This design comes from an exercise in tuning for small area and a short achievable clock period on the open sky130 flow, not from production work. Only simulation tests tie the RTL to the original design; equivalence was not proved. Power is estimated from default activity; no workload was simulated.

===== flow/design.v =====
package spi_pkg;
    localparam logic [7:0] CMD_DRAW   = 8'h01;
    localparam logic [7:0] CMD_UPLOAD = 8'h02;
    localparam logic [7:0] CMD_CLEAR  = 8'h03;
    localparam logic [7:0] CMD_STATUS = 8'h04;
    localparam int STAT_OVF_BIT   = 7;
    localparam int STAT_FULL_BIT  = 6;
    localparam int STAT_EMPTY_BIT = 5;
    localparam int STAT_LVL_W     = 5;
    typedef struct packed {
        logic [7:0]  id;
        logic [15:0] x;
        logic [15:0] y;
        logic [7:0]  scale;
    } draw_entry_t;
    typedef enum logic [2:0] {
        ST_IDLE,
        ST_CMD,
        ST_DRAW,
        ST_UP_SEL,
        ST_UP_ADDR_H,
        ST_UP_ADDR_L,
        ST_UP_DATA,
        ST_DISCARD
    } state_t;
    function automatic logic [7:0] status_byte(input logic ovf, input logic full,
                                               input logic empty, input logic [31:0] level);
        logic [7:0] s;
        s = '0;
        s[STAT_OVF_BIT]          = ovf;
        s[STAT_FULL_BIT]         = full;
        s[STAT_EMPTY_BIT]        = empty;
        s[STAT_LVL_W-1:0]        = (level > 31) ? 5'd31 : level[STAT_LVL_W-1:0];
        status_byte = s;
    endfunction
endpackage
module draw_fifo
#(
    parameter int  DEPTH = 32
) (
    input  logic                     i_core_clk,
    input  logic                     i_arst_n,
    input  logic                     i_push,
    input  spi_pkg::draw_entry_t     i_push_dat,
    input  logic                     i_pop,
    input  logic                     i_clr,
    output spi_pkg::draw_entry_t     o_head_dat,
    output logic                     o_empty,
    output logic                     o_full,
    output logic [$clog2(DEPTH):0]   o_level,
    output logic                     o_overflow
);
    localparam int AW = $clog2(DEPTH);
    logic [47:0]    r_mem [DEPTH];
    logic [AW-1:0]  r_wr_ptr;
    logic [AW-1:0]  r_rd_ptr;
    logic [AW:0]    r_level;
    logic           r_ovf;
    logic w_full;
    logic w_empty;
    logic w_do_pop;
    logic w_do_push;
    assign w_full    = (r_level == (AW+1)'(DEPTH));
    assign w_empty   = (r_level == '0);
    assign w_do_pop  = i_pop & ~w_empty;
    assign w_do_push = i_push & (~w_full | w_do_pop);
    always_ff @(posedge i_core_clk or negedge i_arst_n) begin
        if (!i_arst_n) begin
            r_wr_ptr <= '0;
            r_rd_ptr <= '0;
            r_level  <= '0;
            r_ovf    <= 1'b0;
        end else if (i_clr) begin
            r_wr_ptr <= '0;
            r_rd_ptr <= '0;
            r_level  <= '0;
            r_ovf    <= 1'b0;
        end else begin
            if (w_do_push) r_wr_ptr <= r_wr_ptr + AW'(1);
            if (w_do_pop)  r_rd_ptr <= r_rd_ptr + AW'(1);
            r_level <= r_level + (AW+1)'(w_do_push) - (AW+1)'(w_do_pop);
            if (i_push && !w_do_push) r_ovf <= 1'b1;
        end
    end
    always_ff @(posedge i_core_clk) begin
        if (w_do_push && !i_clr) r_mem[r_wr_ptr] <= i_push_dat;
    end
    assign o_head_dat = w_empty ? '0 : r_mem[r_rd_ptr];
    assign o_empty    = w_empty;
    assign o_full     = w_full;
    assign o_level    = r_level;
    assign o_overflow = r_ovf;
endmodule
module spi_frame_receiver
#(
    parameter int SPRITE_NUM    = 16,
    parameter int SPRITE_ADDR_W = 12,
    parameter int QUEUE_DEPTH   = 32,
    parameter int SYNC_STAGES   = 2
) (
    input  logic                            clock,
    input  logic                            reset_n,
    input  logic                            spi_sck,
    input  logic                            spi_mosi,
    input  logic                            spi_cs_n,
    output logic                            spi_miso,
    output logic [$clog2(SPRITE_NUM)-1:0]   sprite_w_select,
    output logic                            sprite_w_en,
    output logic [SPRITE_ADDR_W-1:0]        sprite_w_addr,
    output logic [7:0]                      sprite_w_data,
    input  logic                            dequeue,
    output logic                            is_empty,
    output logic [7:0]                      sprite_id,
    output logic [15:0]                     sprite_x,
    output logic [15:0]                     sprite_y,
    output logic [7:0]                      sprite_scale,
    output logic [$clog2(QUEUE_DEPTH):0]    queue_level,
    output logic                            overflow
);
    localparam int SEL_W = $clog2(SPRITE_NUM);
    localparam int LVL_W = $clog2(QUEUE_DEPTH) + 1;
    logic [SYNC_STAGES-1:0] r_sck_sync;
    logic [SYNC_STAGES-1:0] r_mosi_sync;
    logic [SYNC_STAGES-1:0] r_cs_sync;
    logic                   r_sck_prev;
    logic                   r_cs_prev;
    logic [7:0]  r_shift;
    logic [2:0]  r_bit_cnt;
    logic        r_byte_vld;
    logic [7:0]  r_miso_sr;
    logic        r_miso_act;
    spi_pkg::state_t                 r_state;
    logic [2:0]             r_grp;
    spi_pkg::draw_entry_t            r_entry;
    logic [SEL_W-1:0]       r_sel;
    logic [7:0]             r_addr_hi;
    logic [SPRITE_ADDR_W-1:0] r_ptr;
    logic [SPRITE_ADDR_W-1:0] r_waddr;
    logic [7:0]             r_wdata;
    logic                   r_wen;
    logic                   r_push;
    logic                   r_clr;
    spi_pkg::state_t                 w_state_nxt;
    logic [2:0]             w_grp_nxt;
    spi_pkg::draw_entry_t            w_entry_nxt;
    logic [SEL_W-1:0]       w_sel_nxt;
    logic [7:0]             w_addr_hi_nxt;
    logic [SPRITE_ADDR_W-1:0] w_ptr_nxt;
    logic [SPRITE_ADDR_W-1:0] w_waddr_nxt;
    logic [7:0]             w_wdata_nxt;
    logic                   w_wen_nxt;
    logic                   w_push_nxt;
    logic                   w_clr_nxt;
    logic        w_sck;
    logic        w_mosi;
    logic        w_cs;
    logic        w_sck_rise;
    logic        w_sck_fall;
    logic        w_frame_start;
    logic        w_byte_done;
    spi_pkg::draw_entry_t w_head;
    logic        w_empty;
    logic        w_full;
    logic        w_overflow;
    logic [LVL_W-1:0] w_level;
    always_ff @(posedge clock or negedge reset_n) begin
        if (!reset_n) begin
            r_sck_sync  <= '0;
            r_mosi_sync <= '0;
            r_cs_sync   <= '1;
            r_sck_prev  <= 1'b0;
            r_cs_prev   <= 1'b1;
        end else begin
            r_sck_sync  <= SYNC_STAGES'({r_sck_sync, spi_sck});
            r_mosi_sync <= SYNC_STAGES'({r_mosi_sync, spi_mosi});
            r_cs_sync   <= SYNC_STAGES'({r_cs_sync, spi_cs_n});
            r_sck_prev  <= w_sck;
            r_cs_prev   <= w_cs;
        end
    end
    assign w_sck         = r_sck_sync[SYNC_STAGES-1];
    assign w_mosi        = r_mosi_sync[SYNC_STAGES-1];
    assign w_cs          = r_cs_sync[SYNC_STAGES-1];
    assign w_sck_rise    = w_sck & ~r_sck_prev & ~w_cs;
    assign w_sck_fall    = ~w_sck & r_sck_prev;
    assign w_frame_start = r_cs_prev & ~w_cs;
    assign w_byte_done   = w_sck_rise & (r_bit_cnt == 3'd7);
    always_ff @(posedge clock or negedge reset_n) begin
        if (!reset_n) begin
            r_shift    <= '0;
            r_bit_cnt  <= '0;
            r_byte_vld <= 1'b0;
        end else if (w_cs) begin
            r_bit_cnt  <= '0;
            r_byte_vld <= 1'b0;
        end else begin
            r_byte_vld <= w_byte_done;
            if (w_sck_rise) begin
                r_shift   <= {r_shift[6:0], w_mosi};
                r_bit_cnt <= r_bit_cnt + 3'd1;
            end
        end
    end
    always_ff @(posedge clock or negedge reset_n) begin
        if (!reset_n) begin
            r_miso_sr  <= '0;
            r_miso_act <= 1'b0;
        end else if (w_cs) begin
            r_miso_sr  <= '0;
            r_miso_act <= 1'b0;
        end else if (w_frame_start) begin
            r_miso_sr  <= spi_pkg::status_byte(w_overflow, w_full, w_empty, 32'(w_level));
            r_miso_act <= 1'b1;
        end else begin
            if (w_byte_done) r_miso_act <= 1'b0;
            if (w_sck_fall)  r_miso_sr  <= {r_miso_sr[6:0], 1'b0};
        end
    end
    assign spi_miso = r_miso_act & r_miso_sr[7];
    always_ff @(posedge clock or negedge reset_n) begin
        if (!reset_n) begin
            r_state   <= spi_pkg::ST_IDLE;
            r_grp     <= '0;
            r_entry   <= '0;
            r_sel     <= '0;
            r_addr_hi <= '0;
            r_ptr     <= '0;
            r_waddr   <= '0;
            r_wdata   <= '0;
            r_wen     <= 1'b0;
            r_push    <= 1'b0;
            r_clr     <= 1'b0;
        end else begin
            r_state   <= w_state_nxt;
            r_grp     <= w_grp_nxt;
            r_entry   <= w_entry_nxt;
            r_sel     <= w_sel_nxt;
            r_addr_hi <= w_addr_hi_nxt;
            r_ptr     <= w_ptr_nxt;
            r_waddr   <= w_waddr_nxt;
            r_wdata   <= w_wdata_nxt;
            r_wen     <= w_wen_nxt;
            r_push    <= w_push_nxt;
            r_clr     <= w_clr_nxt;
        end
    end
    always_comb begin
        w_state_nxt   = r_state;
        w_grp_nxt     = r_grp;
        w_entry_nxt   = r_entry;
        w_sel_nxt     = r_sel;
        w_addr_hi_nxt = r_addr_hi;
        w_ptr_nxt     = r_ptr;
        w_waddr_nxt   = r_waddr;
        w_wdata_nxt   = r_wdata;
        w_wen_nxt     = 1'b0;
        w_push_nxt    = 1'b0;
        w_clr_nxt     = 1'b0;
        if (w_cs) begin
            w_state_nxt = spi_pkg::ST_IDLE;
            w_grp_nxt   = '0;
        end else if (r_state == spi_pkg::ST_IDLE) begin
            w_state_nxt = spi_pkg::ST_CMD;
        end else if (r_byte_vld) begin
            case (r_state)
                spi_pkg::ST_CMD: begin
                    case (r_shift)
                        spi_pkg::CMD_DRAW: begin
                            w_state_nxt = spi_pkg::ST_DRAW;
                            w_grp_nxt   = '0;
                        end
                        spi_pkg::CMD_UPLOAD: w_state_nxt = spi_pkg::ST_UP_SEL;
                        spi_pkg::CMD_CLEAR: begin
                            w_clr_nxt   = 1'b1;
                            w_state_nxt = spi_pkg::ST_DISCARD;
                        end
                        spi_pkg::CMD_STATUS: w_state_nxt = spi_pkg::ST_DISCARD;
                        default:    w_state_nxt = spi_pkg::ST_DISCARD;
                    endcase
                end
                spi_pkg::ST_DRAW: begin
                    case (r_grp)
                        3'd0:    w_entry_nxt.id       = r_shift;
                        3'd1:    w_entry_nxt.x[15:8]  = r_shift;
                        3'd2:    w_entry_nxt.x[7:0]   = r_shift;
                        3'd3:    w_entry_nxt.y[15:8]  = r_shift;
                        3'd4:    w_entry_nxt.y[7:0]   = r_shift;
                        default: begin
                            w_entry_nxt.scale = r_shift;
                            w_push_nxt        = 1'b1;
                        end
                    endcase
                    w_grp_nxt = (r_grp == 3'd5) ? 3'd0 : r_grp + 3'd1;
                end
                spi_pkg::ST_UP_SEL: begin
                    w_sel_nxt   = r_shift[SEL_W-1:0];
                    w_state_nxt = spi_pkg::ST_UP_ADDR_H;
                end
                spi_pkg::ST_UP_ADDR_H: begin
                    w_addr_hi_nxt = r_shift;
                    w_state_nxt   = spi_pkg::ST_UP_ADDR_L;
                end
                spi_pkg::ST_UP_ADDR_L: begin
                    w_ptr_nxt   = SPRITE_ADDR_W'({r_addr_hi, r_shift});
                    w_state_nxt = spi_pkg::ST_UP_DATA;
                end
                spi_pkg::ST_UP_DATA: begin
                    w_wen_nxt   = 1'b1;
                    w_waddr_nxt = r_ptr;
                    w_wdata_nxt = r_shift;
                    w_ptr_nxt   = r_ptr + SPRITE_ADDR_W'(1);
                end
                default: ;
            endcase
        end
    end
    draw_fifo #(
        .DEPTH (QUEUE_DEPTH)
    ) u_draw_fifo (
        .i_core_clk (clock),
        .i_arst_n   (reset_n),
        .i_push     (r_push),
        .i_push_dat (r_entry),
        .i_pop      (dequeue),
        .i_clr      (r_clr),
        .o_head_dat (w_head),
        .o_empty    (w_empty),
        .o_full     (w_full),
        .o_level    (w_level),
        .o_overflow (w_overflow)
    );
    assign sprite_w_select = r_sel;
    assign sprite_w_en     = r_wen;
    assign sprite_w_addr   = r_waddr;
    assign sprite_w_data   = r_wdata;
    assign is_empty        = w_empty;
    assign sprite_id       = w_head.id;
    assign sprite_x        = w_head.x;
    assign sprite_y        = w_head.y;
    assign sprite_scale    = w_head.scale;
    assign queue_level     = w_level;
    assign overflow        = w_overflow;
endmodule

===== flow/run.sh =====
#!/bin/bash
# synth_recipe.tcl (not shown) runs the flow's synth.tcl, then flattens the netlist and writes it again
# the make line also repeats each setting of config.mk as NAME=value (left out here)
make -C /OpenROAD-flow-scripts/flow DESIGN_CONFIG=/design/flow/config.mk WORK_HOME=/design/flow/orfs CLKGATE_MAP_FILE= SYNTH_SCRIPT=/design/flow/synth_recipe.tcl finish

===== flow/config.mk =====
export PLATFORM = sky130hd
export DESIGN_NAME = spi_frame_receiver
export DESIGN_NICKNAME = spi_frame_receiver
export VERILOG_FILES = /design/flow/design.v
export SDC_FILE = /design/flow/constraint.sdc
export NUM_CORES = 4
export LEC_CHECK = 0
export CAP_MARGIN = 20
export CORE_MARGIN = 2
export CORE_UTILIZATION = 40
export SLEW_MARGIN = 20

===== flow/constraint.sdc =====
create_clock -name core_clock -period 5.5 [get_ports {clock}]
set_input_delay 1.1000 -clock core_clock [delete_from_list [all_inputs] [get_ports {clock}]]
set_output_delay 1.1000 -clock core_clock [all_outputs]
set_load 0.01 [all_outputs]

==> flow_summary.ini <==
[clock_network]
htreeDepth = 4
worstSkewPairLatency_ns = 0.80
cts.sinks = 1679
cts_tree = yes
cts_root_buffer = clkbuf_16
hold_buffers = 0
cts_buffers = 171
postCtsSetupBuffers = 0
ctsLongestPathBuffers = 3
clkTransAtPathRegs_ns = 0.06

[yosys]
syn_area_um2 = 64400
ys_seq_elements = 1679
synth-edff-count = 1536
postSynthCellCount = 3076
syn_avg_cell_area_um2 = 20.9
synth_top_area_share_pct = 71.6
synthFlopType = edfxtp_1
synth_fp_nets = 3103
synth_cell_types = 63
synth_top_area_cell = edfxtp_1
async_flop_share_pct = 8.52
ys_seq_area_share_pct = 77.2
yosys-top-cells-area = edfxtp_1, mux4_2, dfrtp_1
synth_warnings = 2

[sta]
fin_crit_sh_pct = 96.5
setup_viol = 0
max_freq_ghz = 0.188
rsz0062_at_grt = false
worst_slack_ns = 0.193
finalHoldViolCount = 0
fin_hold_ws_ns = 0.343
worstMarginPinSlew_ns = 1.10
skew_ns = 0.0339
final.setup.tns_ns = 0
max_slew_margin_pct = 26.5
layout_min_cycle_time_ns = 5.31
finalMaxSlewViolations = 0

[critical_path]
crit_path_start = u_draw_fifo.r_level[2]$_DFF_PN0_
r2r_slack_ns = 2.22
r2r_cells = 7
crit_end = sprite_x[3]
worstSetupStartpointType = flop
required_ns = 4.40
r2r-start = u_draw_fifo.r_level[5]$_DFF_PN0_
cp_max_fo = 17
reg2reg_to = u_draw_fifo.r_mem[9][0]$_DFFE_PP_
worst-setup-path-type = reg2out
arrival_ns = 4.21
endpoint_kind = primary output

[layout]
nNetsFinal = 3313
num-fill-cells = 13275
fin_area_um2 = 74600
area_growth_syn_to_layout_pct = 15.8
stdcell_count = 5591
drive_gt1_share_pct = 22.0

[pwr]
power_density_nw_per_um2 = 427
p_leak_nw = 26.9
vdd_drop_max_mv = 0.448

[placement]
io_buffers = 87
gp_congestion = 0.757
place_ws_ns = 0.726
placed_cell_area_um2 = 69000
dpl.hpwl_um = 83400
placed_cells = 5271

[floorplan]
coreArea_um2 = 160000
die_h_um = 405
start_util_pct = 40.2
rows = 147
io_pins = 88
die_width_um = 405
dieArea_um2 = 164000

[routing]
routedWlPerCell_um = 28.7
drtPass1Iterations = 5
detail_route.vias_per_cell = 5.71
drtAntennaViolNets = 0
drtIter0Drc = 3429
route.vias.total = 31916
drcViolationCount = 0
drt-total-wl_um = 161000

[flow_run]
cap_violations = 0

[global_route]
antenna_found_initial = 8
grt_overflow = 0
first_global_vias = 32511
grt_pass1_wl_um = 232000
grt_usage_pct = 19.6
grt_max_degree = 87

[min_path]
hp-class = in2async

[outcome]
outcome = timing/DRC/antenna clean
-- registers in the layout, indices dropped and copies added, names as in the netlist, 3 cells and up --
register / cells
u_draw_fifo.r_wr_ptr: 5
r_wdata: 8
r_ptr: 12
r_miso_sr: 8
r_state: 3
r_addr_hi: 4
r_shift: 8
u_draw_fifo.r_level: 6
r_bit_cnt: 3
r_entry: 48
u_draw_fifo.r_rd_ptr: 5
u_draw_fifo.r_mem: 1536
r_sel: 4
r_grp: 3
r_waddr: 12
-- through the flow --
stage / utilization (%) / total power, mW
6_report: 46.5 / 31.8
2_1_floorplan: - / 18.1
3_3_place_gp: 43.1 / 20.7
3_5_place_dp: 43.1 / 20.7
4_1_cts: 46.5 / 32.1
5_1_grt: 46.5 / 32.9
-- where the power goes --
part | switching [mW] | leakage (nW) | internal (mW)
combinational | 3.75 | 5.78 | 2.51
clock | 4.86 | 2.69 | 6.57
sequential | 0.335 | 18.4 | 13.8
-- kinds of logic after synthesis --
logic type | Yosys count | share of synthesized area [%]
fa+ha+maj | 21 | 0.420
buf+inv | 214 | 1.59
compound gates | 409 | 4.68
flops | 1679 | 77.2
simple gates | 168 | 1.31
mux | 572 | 14.7
xor+xnor | 13 | 0.177
-- synth_stat cells (all sizes together), types with 8 or more instances --
library cell / number
a2bb2oi: 8
o22ai: 52
clkbuf: 119
a2111oi: 50
ha: 20
mux2: 85
edfxtp: 1536
mux2i: 198
a211oi: 48
o221ai: 47
nand2: 30
and2: 8
a21oi: 65
inv: 23
nor2: 66
o21ai: 13
a22oi: 48
a22o: 49
mux4: 289
buf: 72
dfrtp: 140
nand3: 17
-- layer usage --
| layer | wire [um] | share of wire (%) | vias to the layer above | global-route usage [%] |
|---|---|---|---|---|
| li1 | - | - | 13326 | - |
| met5 | 7 | 0.0044 | - | 0 |
| met3 | 11400 | 7.1 | 196 | 3.68 |
| met2 | 77200 | 48 | 1231 | 31.1 |
| met1 | 69200 | 43 | 17161 | 28.2 |
| met4 | 2880 | 1.8 | 2 | 4.77 |
-- worst max-delay path: stages (launching register included) --
cell and delay, ns:
dfrtp_1 0.43, inv_1 0.11, ha_1 0.22, nand4bb_1 0.31, clkinv_2 0.59, buf_4 0.48, nor3_1 0.61, clkdlybuf4s50_1 0.66
-- how the worst min path moves through the flow --
| stage | startpoint | to | slack [ns] | cells past startpoint |
|---|---|---|---|---|
| final | reset_n | r_wdata[2]$_DFFE_PN0P_ | 0.34 | 1 |
| after global routing | reset_n | r_ptr[1]$_DFFE_PN0P_ | 0.35 | 1 |
| after CTS | reset_n | r_wdata[2]$_DFFE_PN0P_ | 0.32 | 1 |
| after detailed placement | r_mosi_sync[0]$_DFF_PN0_ | r_mosi_sync[1]$_DFF_PN0_ | 0.34 | 0 |
| after global placement | r_mosi_sync[0]$_DFF_PN0_ | r_mosi_sync[1]$_DFF_PN0_ | 0.33 | 0 |
| after floorplan | r_mosi_sync[0]$_DFF_PN0_ | r_mosi_sync[1]$_DFF_PN0_ | 0.33 | 0 |
-- cell usage in the layout, fill, tap and decap left out, types with 16 or more instances in the layout --
cell type and count:
clkbuf_16 172, clkinv_1 27, mux2_1 63, mux2i_1 198, dfrtp_1 135, a211oi_1 44
a22o_1 49, a21oi_1 65, clkdlybuf4s50_1 86, buf_4 92, nand3_1 16, nor2_1 32
nand2_1 30, a22oi_1 48, o22ai_1 52, edfxtp_1 1536, o221ai_1 47, ha_1 20
mux2_2 22, clkbuf_8 16, clkinv_2 26, clkbuf_1 43, mux4_2 289, inv_1 22
a2111oi_0 44, buf_12 46, nor2_4 33
-- layout make-up --
class,instances,area [um^2],area share [%]
sequential,1679,49700,66.7
inverter,23,87.6,0.117
tap,2160,2700,3.62
multi-input combinational,1184,14000,18.8
antenna,2,5.00,0.00671
clock buffer,231,4690,6.28
timing repair buffer,227,2530,3.39
clock inverter,85,837,1.12
-- repair_timing --
action / in CTS / in global routing
gates cloned: 1 / 0
resized for setup: 4 / 1
pin swaps: 1 / 0
setup endpoints to repair: 4 / 2

[afterwards: timing with drivers on the ports]
The flow's constraints put no driver on any port. The routed layout listed below was extracted and timed again, unchanged, in two steps. Step 1 (the two cells are an assumption about what drives the block):
set clk [get_ports {clock}]
set_driving_cell -lib_cell sky130_fd_sc_hd__clkbuf_16 $clk
set_driving_cell -lib_cell sky130_fd_sc_hd__buf_2 [delete_from_list [all_inputs] $clk]
Step 2 also shifts input and output timing later by t, the mid clock arrival at the registers, as if the neighbouring blocks saw the same clock. Slacks: ideal ports / drivers / drivers and shift; pairs: ideal ports / drivers.
shift t [ns]: 0.863
setup WS [ns]: 0.193 / 0.111 / 0.974
worst setup path at the end: register to output
After both steps this run still meets setup and hold. For this run, drivers alone change the setup slack by -0.082 ns; drivers and shift together by +0.781 ns.
